From an optimization exercise on the open Yosys and OpenROAD flow, aimed at a short achievable clock period and few clock cycles per item; shortcuts taken in it are not production practice.
RTL that was checked went through simulation tests only; none was proved equivalent to the original.
Power figures rest on the tool's default switching activity, not on a simulated workload.

==> trial 40: inputs <==
==> flow/design.v <==
package ecgr_pkg;
  localparam int SAMPLE_W    = 12;
  localparam int ALPHA_W     = 11;
  localparam int THRESH_W    = 12;
  localparam int REFR_W      = 16;
  localparam int NUMER_W     = 16;
  localparam int RATE_W      = 8;
  localparam int CFG_INDEX_W = 3;
  localparam int CFG_DATA_W  = 16;
  localparam logic [ALPHA_W-1:0]  ALPHA_RESET     = 11'd410;
  localparam logic [THRESH_W-1:0] THRESH_RESET    = 12'd2300;
  localparam logic [REFR_W-1:0]   REFR_RESET      = 16'd40;
  localparam logic [NUMER_W-1:0]  NUMER_RESET     = 16'd12000;
  localparam logic [RATE_W-1:0]   RATE_MIN_RESET  = 8'd30;
  localparam logic [RATE_W-1:0]   RATE_MAX_RESET  = 8'd220;
endpackage
module ecgr_div
#(
  parameter int BITS = 2
) (
  input  logic [15:0]     rem_in,
  input  logic [15:0]     divisor,
  input  logic [BITS-1:0] dvd_bits,
  output logic [15:0]     rem_out,
  output logic [BITS-1:0] q_bits
);
  always_comb begin
    logic [16:0] r2;
    logic [16:0] t;
    logic [15:0] r;
    r = rem_in;
    for (int i = BITS - 1; i >= 0; i--) begin
      r2 = {r, dvd_bits[i]};
      t  = r2 - {1'b0, divisor};
      if (!t[16]) begin
        r         = t[15:0];
        q_bits[i] = 1'b1;
      end else begin
        r         = r2[15:0];
        q_bits[i] = 1'b0;
      end
    end
    rem_out = r;
  end
endmodule
module ecgr_seq
#(
  parameter int W     = 22,
  parameter int DEPTH = 32
) (
  input  logic         clk,
  input  logic         rst,
  input  logic         in_valid,
  input  logic [W-1:0] in_data,
  input  logic         out_stall,
  output logic         out_valid,
  output logic [W-1:0] out_data
);
  localparam int AW = $clog2(DEPTH);
  logic [W-1:0] mem [DEPTH];
  logic [AW:0]  wr_ptr;
  logic [AW:0]  rd_ptr;
  logic         nonempty;
  logic         pop;
  assign nonempty = (wr_ptr != rd_ptr);
  assign pop      = !out_valid || !out_stall;
  always_ff @(posedge clk) begin
    if (in_valid) begin
      mem[wr_ptr[AW-1:0]] <= in_data;
    end
    if (pop && nonempty) begin
      out_data <= mem[rd_ptr[AW-1:0]];
    end
  end
  always_ff @(posedge clk) begin
    if (rst) begin
      wr_ptr    <= '0;
      rd_ptr    <= '0;
      out_valid <= 1'b0;
    end else begin
      if (in_valid) begin
        wr_ptr <= wr_ptr + 1'b1;
      end
      if (pop) begin
        out_valid <= nonempty;
        if (nonempty) begin
          rd_ptr <= rd_ptr + 1'b1;
        end
      end
    end
  end
endmodule
module ecgr_datapath
#(
  parameter int DIV_BITS = 1
) (
  input  logic        clk,
  input  logic        rst,
  input  logic [10:0] cfg_alpha,
  input  logic [11:0] cfg_thresh,
  input  logic [15:0] cfg_refr,
  input  logic [15:0] cfg_numer,
  input  logic [7:0]  cfg_rate_min,
  input  logic [7:0]  cfg_rate_max,
  input  logic        in_valid,
  input  logic [11:0] in_x,
  output logic        out_valid,
  output logic [21:0] out_data
);
  localparam int NDIV = 16 / DIV_BITS;
  logic [10:0] a_c;
  logic [10:0] b_c;
  logic [5:0]  bth_one, bth_two, bth_neg;
  logic [32:0] bth_k;
  always_ff @(posedge clk) begin
    logic [10:0] a;
    logic [10:0] b;
    logic [12:0] bx;
    logic [32:0] k;
    a = (cfg_alpha > 11'd1024) ? 11'd1024 : cfg_alpha;
    b = 11'd1024 - a;
    bx = {1'b0, b, 1'b0};
    k = '0;
    for (int i = 0; i < 6; i++) begin
      bth_one[i] <= bx[2*i+1] ^ bx[2*i];
      bth_two[i] <= (bx[2*i+2] & !bx[2*i+1] & !bx[2*i]) | (!bx[2*i+2] & bx[2*i+1] & bx[2*i]);
      bth_neg[i] <= bx[2*i+2] & !(bx[2*i+1] & bx[2*i]);
      if (bx[2*i+2] && !(bx[2*i+1] && bx[2*i])) begin
        k = k + (33'd1 << (2*i));
      end
    end
    a_c   <= a;
    b_c   <= b;
    bth_k <= k;
  end
  logic        vm;
  logic [21:0] xam;
  always_ff @(posedge clk) begin
    xam <= 22'(in_x) * 22'(a_c);
    if (rst) vm <= 1'b0;
    else     vm <= in_valid;
  end
  logic        vx;
  logic [32:0] xa_x;     
  logic [32:0] xab_x;    
  logic [10:0] b_x;
  logic [5:0]  one_x, two_x, neg_x;
  always_ff @(posedge clk) begin
    if (vm && !rst) begin
      xa_x  <= 33'({xam, 10'd0}) + bth_k;
      xab_x <= 33'({xam, 10'd0}) + bth_k + 33'(b_c);
      b_x   <= b_c;
      one_x <= bth_one;
      two_x <= bth_two;
      neg_x <= bth_neg;
    end else begin
      xa_x  <= '0;
      xab_x <= 33'd1024;
      b_x   <= 11'd1024;
      one_x <= 6'b100000;
      two_x <= '0;
      neg_x <= '0;
    end
    if (rst) vx <= 1'b0;
    else     vx <= vm;
  end
  logic        vl;
  logic [22:0] ls;
  logic        lca, lcl;
  logic [32:0] r1, r2;
  logic [10:0] low;
  logic [11:0] blk_a;
  logic [11:0] blk_b;
  function automatic void csa(input logic [32:0] x, input logic [32:0] y, input logic [32:0] z,
                              output logic [32:0] sum, output logic [32:0] cry);
    sum = x ^ y ^ z;
    cry = ((x & y) | (x & z) | (y & z)) << 1;
  endfunction
  always_comb begin
    logic [32:0] rows [8];
    logic [32:0] nxt  [8];
    logic [32:0] ext;
    logic [32:0] f;
    ext = {{10{ls[22]}}, ls};
    for (int i = 0; i < 6; i++) begin
      f = ({33{one_x[i]}} & ext) | ({33{two_x[i]}} & {ext[31:0], 1'b0});
      f = f ^ {33{neg_x[i]}};
      rows[i] = f << (2*i);
    end
    rows[6] = lca ? (33'(b_x) << 11) : 33'd0;
    rows[7] = lcl ? xab_x : xa_x;
    csa(rows[0], rows[1], rows[2], nxt[0], nxt[1]);
    csa(rows[3], rows[4], rows[5], nxt[2], nxt[3]);
    csa(nxt[0], nxt[1], nxt[2], rows[0], rows[1]);
    csa(nxt[3], rows[6], rows[7], rows[2], rows[3]);
    csa(rows[0], rows[1], rows[2], nxt[0], nxt[1]);
    csa(nxt[0], nxt[1], rows[3], rows[0], rows[1]);
    r1    = rows[0];
    r2    = rows[1];
    low   = {1'b0, r1[9:0]} + {1'b0, r2[9:0]};
    blk_a = {1'b0, r1[20:10]} + {1'b0, r2[20:10]};
    blk_b = r1[32:21] + r2[32:21];
  end
  always_ff @(posedge clk) begin
    if (rst) begin
      vl  <= 1'b0;
      ls  <= 23'd2048 << 10;
      lca <= 1'b0;
      lcl <= 1'b0;
    end else begin
      vl  <= vx;
      ls  <= {blk_b, blk_a[10:0]};
      lca <= blk_a[11];
      lcl <= low[10];
    end
  end
  logic        v2;
  logic [21:0] s;
  always_ff @(posedge clk) begin
    if (rst) begin
      v2 <= 1'b0;
      s  <= 22'd2048 << 10;
    end else begin
      v2 <= vl;
      s  <= ls[21:0] + {10'd0, lca, 11'd0} + 22'(lcl);
    end
  end
  logic        v3;
  logic [11:0] filt3;
  logic        peak3;
  logic        rate3;
  logic [31:0] dvs3;
  logic [21:0] p1, p2;
  logic [31:0] dst;      
  logic        seen;
  logic [31:0] gap;
  logic        is_peak;
  assign gap     = dst + 1'b1;
  assign is_peak = (gap > 32'(cfg_refr)) && (p1 > p2) && (p1 > s) && (p1 > {cfg_thresh, 10'd0});
  always_ff @(posedge clk) begin
    if (rst) begin
      v3   <= 1'b0;
      p1   <= 22'd2048 << 10;
      p2   <= 22'd2048 << 10;
      dst  <= '0;
      seen <= 1'b0;
    end else begin
      v3 <= v2;
      if (v2) begin
        p1   <= s;
        p2   <= p1;
        dst  <= is_peak ? 32'd1 : gap;
        seen <= seen | is_peak;
      end
    end
  end
  always_ff @(posedge clk) begin
    filt3 <= s[21:10];
    peak3 <= is_peak;
    rate3 <= is_peak && seen && (dst != 32'd0);
    dvs3  <= dst;
  end
  logic        dv   [NDIV+1];
  logic [11:0] dfilt[NDIV+1];
  logic        dpeak[NDIV+1];
  logic        drate[NDIV+1];
  logic        dbig [NDIV+1];
  logic [15:0] ddvs [NDIV+1];
  logic [15:0] drem [NDIV+1];
  logic [15:0] dq   [NDIV+1];
  assign dv[0]    = v3;
  assign dfilt[0] = filt3;
  assign dpeak[0] = peak3;
  assign drate[0] = rate3;
  assign dbig[0]  = (dvs3[31:16] != 16'd0);
  assign ddvs[0]  = dvs3[15:0];
  assign drem[0]  = '0;
  assign dq[0]    = '0;
  for (genvar g = 0; g < NDIV; g++) begin : g_div
    logic [15:0]         rem_n;
    logic [DIV_BITS-1:0] qb;
    ecgr_div #(.BITS(DIV_BITS)) u_step (
      .rem_in  (drem[g]),
      .divisor (ddvs[g]),
      .dvd_bits(cfg_numer[15-g*DIV_BITS -: DIV_BITS]),
      .rem_out (rem_n),
      .q_bits  (qb)
    );
    always_ff @(posedge clk) begin
      if (rst) dv[g+1] <= 1'b0;
      else     dv[g+1] <= dv[g];
      dfilt[g+1] <= dfilt[g];
      dpeak[g+1] <= dpeak[g];
      drate[g+1] <= drate[g];
      dbig[g+1]  <= dbig[g];
      ddvs[g+1]  <= ddvs[g];
      drem[g+1]  <= rem_n;
      dq[g+1]    <= {dq[g][15-DIV_BITS:0], qb};
    end
  end
  logic        vh;
  logic [11:0] filth;
  logic        peakh;
  logic        updh;
  logic [9:0]  sumh;
  logic [2:0]  fillh;
  logic [7:0]  hist [4];
  logic [1:0]  ptr;
  logic [2:0]  fill;
  logic [9:0]  sum;
  logic [15:0] bpm;
  logic        upd;
  logic [9:0]  sum_n;
  logic [2:0]  fill_n;
  assign bpm    = dbig[NDIV] ? 16'd0 : dq[NDIV];
  assign upd    = drate[NDIV] && (bpm >= 16'(cfg_rate_min)) && (bpm <= 16'(cfg_rate_max));
  assign sum_n  = sum - 10'(hist[ptr]) + 10'(bpm[7:0]);
  assign fill_n = (fill == 3'd4) ? 3'd4 : fill + 1'b1;
  always_ff @(posedge clk) begin
    if (rst) begin
      vh   <= 1'b0;
      for (int i = 0; i < 4; i++) hist[i] <= '0;
      ptr  <= '0;
      fill <= '0;
      sum  <= '0;
    end else begin
      vh <= dv[NDIV];
      if (dv[NDIV] && upd) begin
        hist[ptr] <= bpm[7:0];
        ptr       <= ptr + 1'b1;
        fill      <= fill_n;
        sum       <= sum_n;
      end
    end
  end
  always_ff @(posedge clk) begin
    filth <= dfilt[NDIV];
    peakh <= dpeak[NDIV];
    updh  <= upd;
    sumh  <= sum_n;
    fillh <= fill_n;
  end
  logic [7:0]  held;
  logic [7:0]  avg;
  logic [20:0] third;
  always_comb begin
    third = 21'(sumh) * 21'd683;
    unique case (fillh)
      3'd1:    avg = sumh[7:0];
      3'd2:    avg = sumh[8:1];
      3'd3:    avg = third[18:11];
      default: avg = sumh[9:2];
    endcase
  end
  always_ff @(posedge clk) begin
    if (rst) begin
      held      <= '0;
      out_valid <= 1'b0;
    end else begin
      out_valid <= vh;
      if (vh && updh) held <= avg;
    end
  end
  always_ff @(posedge clk) begin
    out_data <= {filth, peakh, updh, (updh ? avg : held)};
  end
endmodule
module ecg_r_peak_heart_rate
#(
  parameter int AVG_DEPTH   = 4,
  parameter int FRAC_BITS   = 10,
  parameter int COUNT_WIDTH = 32
) (
  input  logic                   clk,
  input  logic                   rst,
  input  logic                   sample_valid,
  output logic                   sample_stall,
  input  logic [ecgr_pkg::SAMPLE_W-1:0]    adc_sample,
  output logic                   result_valid,
  input  logic                   result_stall,
  output logic [ecgr_pkg::SAMPLE_W-1:0]    filtered_sample,
  output logic                   peak_flag,
  output logic                   rate_updated,
  output logic [ecgr_pkg::RATE_W-1:0]      heart_rate,
  input  logic                   cfg_valid,
  output logic                   cfg_ready,
  input  logic [ecgr_pkg::CFG_INDEX_W-1:0] cfg_index,
  input  logic [ecgr_pkg::CFG_DATA_W-1:0]  cfg_data
);
  localparam int QDEPTH = 32;
  logic [10:0] cfg_alpha;
  logic [11:0] cfg_thresh;
  logic [15:0] cfg_refr;
  logic [15:0] cfg_numer;
  logic [7:0]  cfg_rate_min;
  logic [7:0]  cfg_rate_max;
  assign cfg_ready = 1'b1;
  always_ff @(posedge clk) begin
    if (rst) begin
      cfg_alpha    <= ecgr_pkg::ALPHA_RESET;
      cfg_thresh   <= ecgr_pkg::THRESH_RESET;
      cfg_refr     <= ecgr_pkg::REFR_RESET;
      cfg_numer    <= ecgr_pkg::NUMER_RESET;
      cfg_rate_min <= ecgr_pkg::RATE_MIN_RESET;
      cfg_rate_max <= ecgr_pkg::RATE_MAX_RESET;
    end else if (cfg_valid) begin
      case (cfg_index)
        3'd0: cfg_alpha    <= cfg_data[10:0];
        3'd1: cfg_thresh   <= cfg_data[11:0];
        3'd2: cfg_refr     <= cfg_data[15:0];
        3'd3: cfg_numer    <= cfg_data[15:0];
        3'd4: cfg_rate_min <= cfg_data[7:0];
        3'd5: cfg_rate_max <= cfg_data[7:0];
        default: begin
        end
      endcase
    end
  end
  logic        v0;
  logic [11:0] x0;
  logic        dlv;
  logic [5:0]  pending;    
  always_ff @(posedge clk) begin
    x0 <= adc_sample;
    if (rst) begin
      v0           <= 1'b0;
      dlv          <= 1'b0;
      pending      <= '0;
      sample_stall <= 1'b1;
    end else begin
      v0           <= sample_valid && !sample_stall;
      dlv          <= result_valid && !result_stall;
      pending      <= pending + 6'(v0) - 6'(dlv);
      sample_stall <= (7'(pending) + 7'(v0) + 7'd2) > 7'(QDEPTH);
    end
  end
  logic        dp_valid;
  logic [21:0] dp_data;
  logic [21:0] q_data;
  ecgr_datapath u_datapath (
    .clk         (clk),
    .rst         (rst),
    .cfg_alpha   (cfg_alpha),
    .cfg_thresh  (cfg_thresh),
    .cfg_refr    (cfg_refr),
    .cfg_numer   (cfg_numer),
    .cfg_rate_min(cfg_rate_min),
    .cfg_rate_max(cfg_rate_max),
    .in_valid    (v0),
    .in_x        (x0),
    .out_valid   (dp_valid),
    .out_data    (dp_data)
  );
  ecgr_seq #(.W(22), .DEPTH(QDEPTH)) u_queue (
    .clk      (clk),
    .rst      (rst),
    .in_valid (dp_valid),
    .in_data  (dp_data),
    .out_stall(result_stall),
    .out_valid(result_valid),
    .out_data (q_data)
  );
  assign filtered_sample = q_data[21:10];
  assign peak_flag       = q_data[9];
  assign rate_updated    = q_data[8];
  assign heart_rate      = q_data[7:0];
endmodule
==> flow/run.sh <==
#!/bin/bash
# synth_recipe.tcl (not shown) runs the flow's synth.tcl, then flattens the netlist and writes it again
# the make line also repeats each setting of config.mk as NAME=value (left out here)
make -C /OpenROAD-flow-scripts/flow DESIGN_CONFIG=/design/flow/config.mk WORK_HOME=/design/flow/orfs CLKGATE_MAP_FILE= SYNTH_SCRIPT=/design/flow/synth_recipe.tcl finish
==> flow/config.mk <==
export PLATFORM = sky130hd
export DESIGN_NAME = ecg_r_peak_heart_rate
export DESIGN_NICKNAME = ecg_r_peak_heart_rate
export VERILOG_FILES = /design/flow/design.v
export SDC_FILE = /design/flow/constraint.sdc
export NUM_CORES = 4
export LEC_CHECK = 0
export ABC_CLOCK_PERIOD_IN_PS = 3500
export CAP_MARGIN = 20
export CORE_MARGIN = 2
export CORE_UTILIZATION = 40
export SETUP_SLACK_MARGIN = 5
export SLEW_MARGIN = 20
==> flow/constraint.sdc <==
create_clock -name core_clock -period 10.0 [get_ports {clk}]
set_input_delay 2.0000 -clock core_clock [delete_from_list [all_inputs] [get_ports {clk}]]
set_output_delay 2.0000 -clock core_clock [all_outputs]
set_load 0.01 [all_outputs]
==> trial 39 (differences from trial 40) <==
--- a/flow/design.v
+++ b/flow/design.v
@@ -92,7 +92,7 @@
 endmodule
 module ecgr_datapath
 #(
-  parameter int DIV_BITS = 1
+  parameter int DIV_BITS = 2
 ) (
   input  logic        clk,
   input  logic        rst,
@@ -111,12 +111,12 @@
   logic [10:0] a_c;
   logic [10:0] b_c;
   logic [5:0]  bth_one, bth_two, bth_neg;
-  logic [32:0] bth_k;
+  logic [31:0] bth_k;
   always_ff @(posedge clk) begin
     logic [10:0] a;
     logic [10:0] b;
     logic [12:0] bx;
-    logic [32:0] k;
+    logic [31:0] k;
     a = (cfg_alpha > 11'd1024) ? 11'd1024 : cfg_alpha;
     b = 11'd1024 - a;
     bx = {1'b0, b, 1'b0};
@@ -126,103 +126,39 @@
       bth_two[i] <= (bx[2*i+2] & !bx[2*i+1] & !bx[2*i]) | (!bx[2*i+2] & bx[2*i+1] & bx[2*i]);
       bth_neg[i] <= bx[2*i+2] & !(bx[2*i+1] & bx[2*i]);
       if (bx[2*i+2] && !(bx[2*i+1] && bx[2*i])) begin
-        k = k + (33'd1 << (2*i));
+        k = k + (32'd1 << (2*i)) - (32'd1 << (23 + 2*i));
       end
     end
     a_c   <= a;
     b_c   <= b;
     bth_k <= k;
   end
-  logic        vm;
-  logic [21:0] xam;
+  logic        v1;
+  logic [31:0] xa1;
   always_ff @(posedge clk) begin
-    xam <= 22'(in_x) * 22'(a_c);
-    if (rst) vm <= 1'b0;
-    else     vm <= in_valid;
+    xa1 <= {(22'(in_x) * 22'(a_c)), 10'd0} + bth_k;
+    if (rst) v1 <= 1'b0;
+    else     v1 <= in_valid;
   end
-  logic        vx;
-  logic [32:0] xa_x;     
-  logic [32:0] xab_x;    
-  logic [10:0] b_x;
-  logic [5:0]  one_x, two_x, neg_x;
-  always_ff @(posedge clk) begin
-    if (vm && !rst) begin
-      xa_x  <= 33'({xam, 10'd0}) + bth_k;
-      xab_x <= 33'({xam, 10'd0}) + bth_k + 33'(b_c);
-      b_x   <= b_c;
-      one_x <= bth_one;
-      two_x <= bth_two;
-      neg_x <= bth_neg;
-    end else begin
-      xa_x  <= '0;
-      xab_x <= 33'd1024;
-      b_x   <= 11'd1024;
-      one_x <= 6'b100000;
-      two_x <= '0;
-      neg_x <= '0;
-    end
-    if (rst) vx <= 1'b0;
-    else     vx <= vm;
-  end
-  logic        vl;
-  logic [22:0] ls;
-  logic        lca, lcl;
-  logic [32:0] r1, r2;
-  logic [10:0] low;
-  logic [11:0] blk_a;
-  logic [11:0] blk_b;
-  function automatic void csa(input logic [32:0] x, input logic [32:0] y, input logic [32:0] z,
-                              output logic [32:0] sum, output logic [32:0] cry);
-    sum = x ^ y ^ z;
-    cry = ((x & y) | (x & z) | (y & z)) << 1;
-  endfunction
+  logic        v2;
+  logic [21:0] s;
+  logic [31:0] acc;
   always_comb begin
-    logic [32:0] rows [8];
-    logic [32:0] nxt  [8];
-    logic [32:0] ext;
-    logic [32:0] f;
-    ext = {{10{ls[22]}}, ls};
+    logic [22:0] f;
+    acc = xa1;
     for (int i = 0; i < 6; i++) begin
-      f = ({33{one_x[i]}} & ext) | ({33{two_x[i]}} & {ext[31:0], 1'b0});
-      f = f ^ {33{neg_x[i]}};
-      rows[i] = f << (2*i);
+      f = ({23{bth_one[i]}} & {1'b0, s}) | ({23{bth_two[i]}} & {s, 1'b0});
+      f = f ^ {23{bth_neg[i]}};
+      acc = acc + (32'(f) << (2*i));
     end
-    rows[6] = lca ? (33'(b_x) << 11) : 33'd0;
-    rows[7] = lcl ? xab_x : xa_x;
-    csa(rows[0], rows[1], rows[2], nxt[0], nxt[1]);
-    csa(rows[3], rows[4], rows[5], nxt[2], nxt[3]);
-    csa(nxt[0], nxt[1], nxt[2], rows[0], rows[1]);
-    csa(nxt[3], rows[6], rows[7], rows[2], rows[3]);
-    csa(rows[0], rows[1], rows[2], nxt[0], nxt[1]);
-    csa(nxt[0], nxt[1], rows[3], rows[0], rows[1]);
-    r1    = rows[0];
-    r2    = rows[1];
-    low   = {1'b0, r1[9:0]} + {1'b0, r2[9:0]};
-    blk_a = {1'b0, r1[20:10]} + {1'b0, r2[20:10]};
-    blk_b = r1[32:21] + r2[32:21];
   end
   always_ff @(posedge clk) begin
     if (rst) begin
-      vl  <= 1'b0;
-      ls  <= 23'd2048 << 10;
-      lca <= 1'b0;
-      lcl <= 1'b0;
-    end else begin
-      vl  <= vx;
-      ls  <= {blk_b, blk_a[10:0]};
-      lca <= blk_a[11];
-      lcl <= low[10];
-    end
-  end
-  logic        v2;
-  logic [21:0] s;
-  always_ff @(posedge clk) begin
-    if (rst) begin
       v2 <= 1'b0;
       s  <= 22'd2048 << 10;
     end else begin
-      v2 <= vl;
-      s  <= ls[21:0] + {10'd0, lca, 11'd0} + 22'(lcl);
+      v2 <= v1;
+      if (v1) s <= acc[31:10];
     end
   end
   logic        v3;
--- a/flow/config.mk
+++ b/flow/config.mk
@@ -5,9 +5,7 @@
 export SDC_FILE = /design/flow/constraint.sdc
 export NUM_CORES = 4
 export LEC_CHECK = 0
-export ABC_CLOCK_PERIOD_IN_PS = 3500
 export CAP_MARGIN = 20
 export CORE_MARGIN = 2
 export CORE_UTILIZATION = 40
-export SETUP_SLACK_MARGIN = 5
 export SLEW_MARGIN = 20
==> run summary <==
Between trial 40 and trial 39, the lower sequential power is in trial 39 (gap 28%, measured against trial 39). Of trial 39 and trial 40, trial 39 has the higher worst hold slack (gap 0.054 ns). Trial 39 finished with timing, DRC and antenna clean. Trial 40 passed the timing, DRC and antenna checks. In trial 39 the clock-buffer cell count is lower than in trial 40, by 54. Against trial 39, the cell area of trial 40 is higher by 19%. Of trial 40 and trial 39, trial 40 has the higher non-clock buffer count (gap 6). Of trial 39 and trial 40, trial 39 has the higher global-route usage (gap 1.8 points). Between trial 39 and trial 40, the lower via count is in trial 39 (gap 10%, measured against trial 40). Of trial 40 and trial 39, trial 40 has the higher wire length (gap about 7%, measured against trial 39). In trial 40 the area after synthesis is larger than in trial 39, by 17%. In trial 40 the flip-flop and latch count is higher than in trial 39, by 553.
==> figures <==
Reg2Reg Setup Slack: trial 40 5.13 ns; trial 39 2.71 ns
Run status: trial 40 timing/DRC/antenna clean; trial 39 timing/DRC/antenna clean
Number of sinks on the clock net: trial 40 2125; trial 39 1572
Estimated wirelength of the detail-placed design: trial 40 126100 um; trial 39 121000 um
Final area over synthesized area: trial 40 1.1348x; trial 39 1.1190x
Peak per-stage delay on the critical path: trial 40 0.59 ns; trial 39 0.62 ns
Well tap count: trial 40 3026; trial 39 2624
CTS buffer count: trial 40 216; trial 39 165
Cell count along the critical path: trial 40 19; trial 39 27
Y dimension of the die: trial 40 484.7 um; trial 39 447.7 um
Post-route fraction of the period consumed by the critical path: trial 40 0.4870; trial 39 0.7285
Number of cells after detailed placement: trial 40 10.31k; trial 39 9010
Inverters: trial 40 774; trial 39 587
Wire length of the first global-routing pass: trial 40 306700 um; trial 39 286500 um
Crit path capture: trial 40 u_datapath.ls[10]$_SDFF_PP0_; trial 39 u_datapath.xa1[31]$_DFF_P_
Critical Path Fanout Max: trial 40 25; trial 39 12
Wire length per cell after detailed routing: trial 40 17.95 um; trial 39 19.32 um
Area occupied by multi-input gates: trial 40 39010 um2; trial 39 36700 um2
Fraction of synthesized cell area taken by the top area cell type: trial 40 0.2961; trial 39 0.2890
Post-layout minimum cycle time: trial 40 4.870 ns; trial 39 7.285 ns
Power Total: trial 40 0.02803 W; trial 39 0.03260 W
Testbench counts of trial 39, summed over its fixed seeds: cycles 69,122, items 68,482.
Function not checked in trial 40: the RTL went through the layout flow alone.

==> afterwards: timing with drivers on the ports <==
The results above use ideal ports. As a check the final layouts listed here were re-extracted and re-timed, cells and wires unchanged.
Step 1 (the two cells are an assumption about what drives the block):
set clk [get_ports {clk}]
set_driving_cell -lib_cell sky130_fd_sc_hd__clkbuf_16 $clk
set_driving_cell -lib_cell sky130_fd_sc_hd__buf_2 [delete_from_list [all_inputs] $clk]
Step 2 moves the port delays by t, midway between the first and last clock arrival at a register: inputs arrive t later, outputs are due t later. That takes back most of the time a late clock gives input paths.
Slacks: ideal / step 1 / step 2; pairs: ideal / step 1.
run | t (ns) | slack for setup (ns) | worst setup path at the end | worst slew at a driven data input, ns
trial 40 | 0.921 | 5.130 / 5.130 / 5.130 | register to register | 0.04
trial 39 | 0.895 | 2.715 / 2.715 / 2.715 | register to register | 0.13
After both steps every run listed still meets setup and hold.
